This is an optimization exercise on Yosys and OpenROAD, whose aim is a short achievable clock period, not a production implementation.
At most, simulation tests tie the RTL to the original design; equivalence was not proved.

==> inputs of build 38 <==
Design noise_top, start of the top module:
module noise_top (
	input logic clk,
	input logic reset,
	input logic reg_wr_en,
	input video_pkg::reg_addr_t reg_addr,
	input video_pkg::dim_t reg_wdata,
	input video_pkg::reg_addr_t reg_rd_addr,
	output video_pkg::dim_t reg_rdata,
	input video_pkg::pixel_t s_axis_tdata,
	input logic s_axis_tvalid,
	input logic s_axis_tuser,
	output logic s_axis_tready,
	output noise_pkg::variance_t estimated_noise,
	output logic estimated_noise_ready
);
	video_pkg::block_count_t blocks;
	noise_pkg::pixel_thirds_t pixel;
	logic sample_valid;
	logic frame_start;
	logic frame_start_next;
	logic result_valid;
	noise_pkg::sum_sq_t part_sum_sq;
	logic [15:0] last_sq;
	logic [15:0] mean_sq;
	logic [23:0] part_sum_sq_min;
	noise_pkg::variance_t block_min;
	frame_config_regs u_regs (
		.clk(clk),
		.reset(reset),
		.reg_wr_en(reg_wr_en),
		.reg_addr(reg_addr),
		.reg_wdata(reg_wdata),
		.reg_rd_addr(reg_rd_addr),
		.reg_rdata(reg_rdata),
		.blocks(blocks)
	);
	pixel_ingest u_ingest (
		.clk(clk),
		.reset(reset),
		.s_axis_tdata(s_axis_tdata),
		.s_axis_tvalid(s_axis_tvalid),
		.s_axis_tuser(s_axis_tuser),
		.s_axis_tready(s_axis_tready),
		.pixel(pixel),
		.sample_valid(sample_valid)
	);
	block_stats u_stats (
		.clk(clk),
		.reset(reset),
		.pixel(pixel),
		.sample_valid(sample_valid),
		.block_min(block_min),
		.frame_start(frame_start),
		.frame_start_next(frame_start_next),
		.result_valid(result_valid),
		.part_sum_sq(part_sum_sq),
		.last_sq(last_sq),
		.mean_sq(mean_sq),
		.part_sum_sq_min(part_sum_sq_min)
	);
	noise_estimator u_estimator (
		.clk(clk),
		.reset(reset),
		.blocks(blocks),
		.frame_start(frame_start),
		.frame_start_next(frame_start_next),
		.result_valid(result_valid),
		.part_sum_sq(part_sum_sq),
		.last_sq(last_sq),
		.mean_sq(mean_sq),
		.part_sum_sq_min(part_sum_sq_min),
		.block_min(block_min),
		.estimated_noise(estimated_noise),
		.estimated_noise_ready(estimated_noise_ready)
	);
endmodule
==> flow/config.mk <==
export PLATFORM = sky130hd
export DESIGN_NAME = noise_top
export DESIGN_NICKNAME = noise_top
export VERILOG_FILES = /design/flow/design.v
export SDC_FILE = /design/flow/constraint.sdc
export NUM_CORES = 4
export LEC_CHECK = 0
export CAP_MARGIN = 20
export CORE_MARGIN = 2
export CORE_UTILIZATION = 40
export SETUP_SLACK_MARGIN = 3.8
export SLEW_MARGIN = 20
export TNS_END_PERCENT = 100
==> flow/constraint.sdc <==
create_clock -name core_clock -period 7.0 [get_ports {clk}]
set_input_delay 1.4000 -clock core_clock [delete_from_list [all_inputs] [get_ports {clk}]]
set_output_delay 1.4000 -clock core_clock [all_outputs]
set_load 0.01 [all_outputs]
run.sh (not shown) runs the stock make flow with config.mk's settings and CLKGATE_MAP_FILE= SYNTH_SCRIPT=/design/flow/synth_recipe.tcl, a recipe that flattens the netlist after the stock synthesis.
==> trial 5 (differences from build 38) <==
--- a/flow/design.v
+++ b/flow/design.v
@@ -41,29 +41,19 @@
 	output video_pkg::dim_t reg_rdata,
 	output video_pkg::block_count_t blocks
 );
 	video_pkg::dim_t width_reg;
 	video_pkg::dim_t height_reg;
-	video_pkg::dim_t width_n;
-	video_pkg::dim_t height_n;
 	logic [31:0] area_reg;
 	always_ff @(posedge clk) begin
 		if (reset) begin
 			width_reg <= '0;
 			height_reg <= '0;
-			width_n <= '1;
-			height_n <= '1;
 		end else if (reg_wr_en) begin
 			case (reg_addr)
-				video_pkg::reg_addr_width: begin
-					width_reg <= reg_wdata;
-					width_n <= ~reg_wdata;
-				end
-				video_pkg::reg_addr_height: begin
-					height_reg <= reg_wdata;
-					height_n <= ~reg_wdata;
-				end
+				video_pkg::reg_addr_width: width_reg <= reg_wdata;
+				video_pkg::reg_addr_height: height_reg <= reg_wdata;
 				default: width_reg <= width_reg;
 			endcase
 		end
 	end
 	logic [31:0] area_row0, area_row1, area_row2, area_row3, area_row4, area_row5;
@@ -1028,11 +1018,11 @@
 		area_sum <= {n_252, n_250, n_248, n_246, n_244, n_242, n_240, n_238, n_236, n_234, n_232, n_230, n_228, n_226, n_224, n_222, n_220, n_218, n_216, n_214, n_212, n_210, n_208, n_206, n_204, n_202, n_200, n_198, n_196, n_194, n_192, n_191};
 		area_carry <= {n_253, n_251, n_249, n_247, n_245, n_243, n_241, n_239, n_237, n_235, n_233, n_231, n_229, n_227, n_225, n_223, n_221, n_219, n_217, n_215, n_213, n_211, n_209, n_207, n_205, n_203, n_201, n_199, n_197, n_195, n_193, area_row5[0]};
 		area_reg <= area_sum + area_carry;
 	end
 	assign blocks = video_pkg::block_count_t'(area_reg >> video_pkg::block_shift);
-	assign reg_rdata = ~((reg_rd_addr == video_pkg::reg_addr_width) ? width_n : height_n);
+	assign reg_rdata = (reg_rd_addr == video_pkg::reg_addr_width) ? width_reg : height_reg;
 endmodule
 `timescale 1ns/1ns
 module pixel_ingest (
 	input logic clk,
 	input logic reset,
@@ -1579,39 +1569,43 @@
 	logic t_24;
 	logic t_25;
 	logic t_26;
 	logic t_27;
 	logic t_28;
-	assign t_1 = (x[0] & x[6]) ^ (x[1] & x[5]);
-	assign t_2 = (x[0] & x[6]) & (x[1] & x[5]);
-	assign t_3 = (x[0] & x[7]) ^ (x[1] & x[6]) ^ (x[2] & x[5]);
-	assign t_4 = ((x[0] & x[7]) & (x[1] & x[6])) | ((x[0] & x[7]) & (x[2] & x[5])) | ((x[1] & x[6]) & (x[2] & x[5]));
-	assign t_5 = (x[1] & x[7]) ^ (x[2] & x[6]) ^ (x[3] & x[5]);
-	assign t_6 = ((x[1] & x[7]) & (x[2] & x[6])) | ((x[1] & x[7]) & (x[3] & x[5])) | ((x[2] & x[6]) & (x[3] & x[5]));
-	assign t_7 = (x[2] & x[7]) ^ (x[3] & x[6]);
-	assign t_8 = (x[2] & x[7]) & (x[3] & x[6]);
-	assign t_9 = (x[3] & x[7]) ^ (x[4] & x[6]);
-	assign t_10 = (x[3] & x[7]) & (x[4] & x[6]);
-	assign t_11 = (x[0] & x[4]) ^ (x[1] & x[3]);
-	assign t_12 = (x[0] & x[4]) & (x[1] & x[3]);
-	assign t_13 = (x[0] & x[5]) ^ (x[1] & x[4]) ^ (x[3] & ~x[2]);
-	assign t_14 = ((x[0] & x[5]) & (x[1] & x[4])) | ((x[0] & x[5]) & (x[3] & ~x[2])) | ((x[1] & x[4]) & (x[3] & ~x[2]));
-	assign t_15 = t_1 ^ (x[2] & x[4]) ^ (x[2] & x[3]);
-	assign t_16 = (t_1 & (x[2] & x[4])) | (t_1 & (x[2] & x[3])) | ((x[2] & x[4]) & (x[2] & x[3]));
-	assign t_17 = t_2 ^ t_3 ^ (x[4] & ~x[3]);
-	assign t_18 = (t_2 & t_3) | (t_2 & (x[4] & ~x[3])) | (t_3 & (x[4] & ~x[3]));
-	assign t_19 = t_4 ^ t_5 ^ (x[3] & x[4]);
-	assign t_20 = (t_4 & t_5) | (t_4 & (x[3] & x[4])) | (t_5 & (x[3] & x[4]));
-	assign t_21 = t_6 ^ t_7 ^ (x[5] & ~x[4]);
-	assign t_22 = (t_6 & t_7) | (t_6 & (x[5] & ~x[4])) | (t_7 & (x[5] & ~x[4]));
-	assign t_23 = t_8 ^ t_9 ^ (x[4] & x[5]);
-	assign t_24 = (t_8 & t_9) | (t_8 & (x[4] & x[5])) | (t_9 & (x[4] & x[5]));
-	assign t_25 = t_10 ^ (x[4] & x[7]) ^ (x[6] & ~x[5]);
-	assign t_26 = (t_10 & (x[4] & x[7])) | (t_10 & (x[6] & ~x[5])) | ((x[4] & x[7]) & (x[6] & ~x[5]));
-	assign t_27 = (x[5] & x[7]) ^ (x[5] & x[6]);
-	assign t_28 = (x[5] & x[7]) & (x[5] & x[6]);
-	assign y = {(x[6] & x[7]), t_28, t_26, t_24, t_22, t_20, t_18, t_16, t_14, t_12, t_11, (x[0] & x[3]), (x[0] & x[2]), (x[1] & ~x[0]), 1'b0, x[0]} + {1'b0, (x[7] & ~x[6]), t_27, t_25, t_23, t_21, t_19, t_17, t_15, t_13, (x[1] & x[2]), (x[2] & ~x[1]), (x[0] & x[1]), 1'b0, 1'b0, 1'b0};
+	logic t_29;
+	logic t_30;
+	assign t_1 = (x[0] & x[7]) ^ (x[1] & x[6]);
+	assign t_2 = (x[0] & x[7]) & (x[1] & x[6]);
+	assign t_3 = (x[0] & x[5]) ^ (x[1] & x[4]);
+	assign t_4 = (x[0] & x[5]) & (x[1] & x[4]);
+	assign t_5 = (x[0] & x[6]) ^ (x[1] & x[5]);
+	assign t_6 = (x[0] & x[6]) & (x[1] & x[5]);
+	assign t_7 = t_1 ^ (x[2] & x[5]) ^ (x[3] & x[4]);
+	assign t_8 = (t_1 & (x[2] & x[5])) | (t_1 & (x[3] & x[4])) | ((x[2] & x[5]) & (x[3] & x[4]));
+	assign t_9 = t_2 ^ (x[1] & x[7]) ^ (x[2] & x[6]);
+	assign t_10 = (t_2 & (x[1] & x[7])) | (t_2 & (x[2] & x[6])) | ((x[1] & x[7]) & (x[2] & x[6]));
+	assign t_11 = (x[2] & x[7]) ^ (x[3] & x[6]) ^ (x[4] & x[5]);
+	assign t_12 = ((x[2] & x[7]) & (x[3] & x[6])) | ((x[2] & x[7]) & (x[4] & x[5])) | ((x[3] & x[6]) & (x[4] & x[5]));
+	assign t_13 = (x[0] & x[3]) ^ (x[1] & x[2]);
+	assign t_14 = (x[0] & x[3]) & (x[1] & x[2]);
+	assign t_15 = (x[0] & x[4]) ^ (x[1] & x[3]);
+	assign t_16 = (x[0] & x[4]) & (x[1] & x[3]);
+	assign t_17 = t_3 ^ (x[2] & x[3]) ^ x[3];
+	assign t_18 = (t_3 & (x[2] & x[3])) | (t_3 & x[3]) | ((x[2] & x[3]) & x[3]);
+	assign t_19 = t_4 ^ t_5 ^ (x[2] & x[4]);
+	assign t_20 = (t_4 & t_5) | (t_4 & (x[2] & x[4])) | (t_5 & (x[2] & x[4]));
+	assign t_21 = t_6 ^ t_7 ^ x[4];
+	assign t_22 = (t_6 & t_7) | (t_6 & x[4]) | (t_7 & x[4]);
+	assign t_23 = t_8 ^ t_9 ^ (x[3] & x[5]);
+	assign t_24 = (t_8 & t_9) | (t_8 & (x[3] & x[5])) | (t_9 & (x[3] & x[5]));
+	assign t_25 = t_10 ^ t_11 ^ x[5];
+	assign t_26 = (t_10 & t_11) | (t_10 & x[5]) | (t_11 & x[5]);
+	assign t_27 = t_12 ^ (x[3] & x[7]) ^ (x[4] & x[6]);
+	assign t_28 = (t_12 & (x[3] & x[7])) | (t_12 & (x[4] & x[6])) | ((x[3] & x[7]) & (x[4] & x[6]));
+	assign t_29 = (x[4] & x[7]) ^ (x[5] & x[6]) ^ x[6];
+	assign t_30 = ((x[4] & x[7]) & (x[5] & x[6])) | ((x[4] & x[7]) & x[6]) | ((x[5] & x[6]) & x[6]);
+	assign y = {1'b0, (x[6] & x[7]), t_30, t_28, t_26, t_24, t_22, t_20, t_18, t_16, t_14, t_13, (x[0] & x[2]), (x[0] & x[1]), 1'b0, x[0]} + {1'b0, x[7], (x[5] & x[7]), t_29, t_27, t_25, t_23, t_21, t_19, t_17, t_15, x[2], 1'b0, x[1], 1'b0, 1'b0};
 endmodule
 module square8_inc (
 	input logic [7:0] x,
 	output logic [15:0] y
 );
@@ -1641,39 +1635,43 @@
 	logic t_24;
 	logic t_25;
 	logic t_26;
 	logic t_27;
 	logic t_28;
-	assign t_1 = (x[0] & x[6]) ^ (x[1] & x[5]);
-	assign t_2 = (x[0] & x[6]) & (x[1] & x[5]);
-	assign t_3 = (x[0] & x[7]) ^ (x[1] & x[6]) ^ (x[2] & x[5]);
-	assign t_4 = ((x[0] & x[7]) & (x[1] & x[6])) | ((x[0] & x[7]) & (x[2] & x[5])) | ((x[1] & x[6]) & (x[2] & x[5]));
-	assign t_5 = (x[1] & x[7]) ^ (x[2] & x[6]) ^ (x[3] & x[5]);
-	assign t_6 = ((x[1] & x[7]) & (x[2] & x[6])) | ((x[1] & x[7]) & (x[3] & x[5])) | ((x[2] & x[6]) & (x[3] & x[5]));
-	assign t_7 = (x[2] & x[7]) ^ (x[3] & x[6]);
-	assign t_8 = (x[2] & x[7]) & (x[3] & x[6]);
-	assign t_9 = (x[3] & x[7]) ^ (x[4] & x[6]);
-	assign t_10 = (x[3] & x[7]) & (x[4] & x[6]);
-	assign t_11 = (x[0] & x[4]) ^ (x[1] & x[3]);
-	assign t_12 = (x[0] & x[4]) & (x[1] & x[3]);
-	assign t_13 = (x[0] & x[5]) ^ (x[1] & x[4]) ^ (x[3] & ~x[2]);
-	assign t_14 = ((x[0] & x[5]) & (x[1] & x[4])) | ((x[0] & x[5]) & (x[3] & ~x[2])) | ((x[1] & x[4]) & (x[3] & ~x[2]));
-	assign t_15 = t_1 ^ (x[2] & x[4]) ^ (x[2] & x[3]);
-	assign t_16 = (t_1 & (x[2] & x[4])) | (t_1 & (x[2] & x[3])) | ((x[2] & x[4]) & (x[2] & x[3]));
-	assign t_17 = t_2 ^ t_3 ^ (x[4] & ~x[3]);
-	assign t_18 = (t_2 & t_3) | (t_2 & (x[4] & ~x[3])) | (t_3 & (x[4] & ~x[3]));
-	assign t_19 = t_4 ^ t_5 ^ (x[3] & x[4]);
-	assign t_20 = (t_4 & t_5) | (t_4 & (x[3] & x[4])) | (t_5 & (x[3] & x[4]));
-	assign t_21 = t_6 ^ t_7 ^ (x[5] & ~x[4]);
-	assign t_22 = (t_6 & t_7) | (t_6 & (x[5] & ~x[4])) | (t_7 & (x[5] & ~x[4]));
-	assign t_23 = t_8 ^ t_9 ^ (x[4] & x[5]);
-	assign t_24 = (t_8 & t_9) | (t_8 & (x[4] & x[5])) | (t_9 & (x[4] & x[5]));
-	assign t_25 = t_10 ^ (x[4] & x[7]) ^ (x[6] & ~x[5]);
-	assign t_26 = (t_10 & (x[4] & x[7])) | (t_10 & (x[6] & ~x[5])) | ((x[4] & x[7]) & (x[6] & ~x[5]));
-	assign t_27 = (x[5] & x[7]) ^ (x[5] & x[6]);
-	assign t_28 = (x[5] & x[7]) & (x[5] & x[6]);
-	assign y = {(x[6] & x[7]), t_28, t_26, t_24, t_22, t_20, t_18, t_16, t_14, t_12, t_11, (x[0] & x[3]), (x[0] & x[2]), (x[1] & ~x[0]), 1'b0, x[0]} + {1'b0, (x[7] & ~x[6]), t_27, t_25, t_23, t_21, t_19, t_17, t_15, t_13, (x[1] & x[2]), (x[2] & ~x[1]), (x[0] & x[1]), 1'b0, 1'b0, 1'b1};
+	logic t_29;
+	logic t_30;
+	assign t_1 = (x[0] & x[7]) ^ (x[1] & x[6]);
+	assign t_2 = (x[0] & x[7]) & (x[1] & x[6]);
+	assign t_3 = (x[0] & x[5]) ^ (x[1] & x[4]);
+	assign t_4 = (x[0] & x[5]) & (x[1] & x[4]);
+	assign t_5 = (x[0] & x[6]) ^ (x[1] & x[5]);
+	assign t_6 = (x[0] & x[6]) & (x[1] & x[5]);
+	assign t_7 = t_1 ^ (x[2] & x[5]) ^ (x[3] & x[4]);
+	assign t_8 = (t_1 & (x[2] & x[5])) | (t_1 & (x[3] & x[4])) | ((x[2] & x[5]) & (x[3] & x[4]));
+	assign t_9 = t_2 ^ (x[1] & x[7]) ^ (x[2] & x[6]);
+	assign t_10 = (t_2 & (x[1] & x[7])) | (t_2 & (x[2] & x[6])) | ((x[1] & x[7]) & (x[2] & x[6]));
+	assign t_11 = (x[2] & x[7]) ^ (x[3] & x[6]) ^ (x[4] & x[5]);
+	assign t_12 = ((x[2] & x[7]) & (x[3] & x[6])) | ((x[2] & x[7]) & (x[4] & x[5])) | ((x[3] & x[6]) & (x[4] & x[5]));
+	assign t_13 = (x[0] & x[3]) ^ (x[1] & x[2]);
+	assign t_14 = (x[0] & x[3]) & (x[1] & x[2]);
+	assign t_15 = (x[0] & x[4]) ^ (x[1] & x[3]);
+	assign t_16 = (x[0] & x[4]) & (x[1] & x[3]);
+	assign t_17 = t_3 ^ (x[2] & x[3]) ^ x[3];
+	assign t_18 = (t_3 & (x[2] & x[3])) | (t_3 & x[3]) | ((x[2] & x[3]) & x[3]);
+	assign t_19 = t_4 ^ t_5 ^ (x[2] & x[4]);
+	assign t_20 = (t_4 & t_5) | (t_4 & (x[2] & x[4])) | (t_5 & (x[2] & x[4]));
+	assign t_21 = t_6 ^ t_7 ^ x[4];
+	assign t_22 = (t_6 & t_7) | (t_6 & x[4]) | (t_7 & x[4]);
+	assign t_23 = t_8 ^ t_9 ^ (x[3] & x[5]);
+	assign t_24 = (t_8 & t_9) | (t_8 & (x[3] & x[5])) | (t_9 & (x[3] & x[5]));
+	assign t_25 = t_10 ^ t_11 ^ x[5];
+	assign t_26 = (t_10 & t_11) | (t_10 & x[5]) | (t_11 & x[5]);
+	assign t_27 = t_12 ^ (x[3] & x[7]) ^ (x[4] & x[6]);
+	assign t_28 = (t_12 & (x[3] & x[7])) | (t_12 & (x[4] & x[6])) | ((x[3] & x[7]) & (x[4] & x[6]));
+	assign t_29 = (x[4] & x[7]) ^ (x[5] & x[6]) ^ x[6];
+	assign t_30 = ((x[4] & x[7]) & (x[5] & x[6])) | ((x[4] & x[7]) & x[6]) | ((x[5] & x[6]) & x[6]);
+	assign y = {1'b0, (x[6] & x[7]), t_30, t_28, t_26, t_24, t_22, t_20, t_18, t_16, t_14, t_13, (x[0] & x[2]), (x[0] & x[1]), 1'b0, x[0]} + {1'b0, x[7], (x[5] & x[7]), t_29, t_27, t_25, t_23, t_21, t_19, t_17, t_15, x[2], 1'b0, x[1], 1'b0, 1'b1};
 endmodule
 `timescale 1ns/1ns
 module noise_estimator (
 	input logic clk,
 	input logic reset,
@@ -1756,13 +1754,12 @@
 	always_ff @(posedge clk) begin
 		if (frame_start_next)
 			min_var <= '1;
 		else if (take_result)
 			min_var <= min_new;
-	end
-	always_ff @(posedge clk) begin
-		estimate <= min_new;
+		if (frame_done)
+			estimate <= min_new;
 	end
 	assign block_min = min_var;
 	assign estimated_noise = estimate;
 	assign estimated_noise_ready = (state == noise_pkg::report);
 endmodule
- CORE_UTILIZATION: 40 -> 60
==> metrics.cfg <==
[cells_and_area]
instances_no_fill = 4494
final-seq-area_um2 = 10100
seq_area_share_pct = 28.4
final_area_um2 = 35400
fin_util_pct = 46.7
synthToLayoutAreaGrowth_pct = 15.3

[routing]
dr_total_vias = 21900
highest_layer = met5
wl_met1_um = 32100

[clock_tree]
path_clk_slew_ns = 0.06
cts-buffers-inserted = 57
cts_setup_buffers = 30

[logic_synthesis]
synth_cell_types = 99
synth_compound_area_share_pct = 11.7

[worst_setup_path]
critical-path-slowest-cell = mux2i_4

[place]
place_ws_ns = 2.29
dpl_cell_area_um2 = 32600

[die]
fp.dieW_um = 281

[power]
power_frac_seq_pct = 39.6

[run_status]
status = finished clean

(the above is from build 38)
==> metrics.cfg <==
[cells_and_area]
fin_util_pct = 70.1
final-seq-area_um2 = 9630
synthToLayoutAreaGrowth_pct = 15.3
final_area_um2 = 34400
instances_no_fill = 4053

[clock_tree]
cts_setup_buffers = 44
cts-buffers-inserted = 50

[run_status]
status = finished clean

[power]
power_frac_seq_pct = 37.1

[place]
place_ws_ns = 2.17
dpl_cell_area_um2 = 31400

[die]
fp.dieW_um = 227

[logic_synthesis]
synth_cell_types = 86
synth_compound_area_share_pct = 12.0

[routing]
highest_layer = met4
wl_met1_um = 31100

[worst_setup_path]
critical-path-slowest-cell = mux2_4

(the above is from trial 5)
For build 38, only the layout was checked, not whether the RTL still works.

-- separate check: timing with driven ports --
In the flow no input, the clock included, has a driving cell. The finished layouts below were timed again as built, in two steps. Step 1: set_driving_cell puts a clkbuf_16 on clk and a buf_2 on each other input, an assumption about the parent block. Step 2 times the ports against the registers' clock, not the clock port: input delays grow and output delays shrink by t, the midpoint of the rising clock arrivals with the driver on. Slacks: ideal / step 1 / step 2; pairs: ideal / step 1.
| run | shift t [ns] | setup slack, ns | worst hold slack (ns) | worst setup path at the end | clock arrival spread, ns |
|---|---|---|---|---|---|
| build 38 | 0.676 | 3.537 / 3.454 / 3.273 | 0.325 / 0.325 / 0.325 | input to register | 0.082 / 0.081 |
| trial 5 | 0.640 | 3.640 / 3.446 / 3.273 | 0.324 / 0.324 / 0.324 | input to register | 0.030 / 0.030 |
After both steps every run listed still meets setup and hold. For trial 5, which loses most, drivers alone change the setup slack by -0.194 ns; drivers and shift together by -0.367 ns.
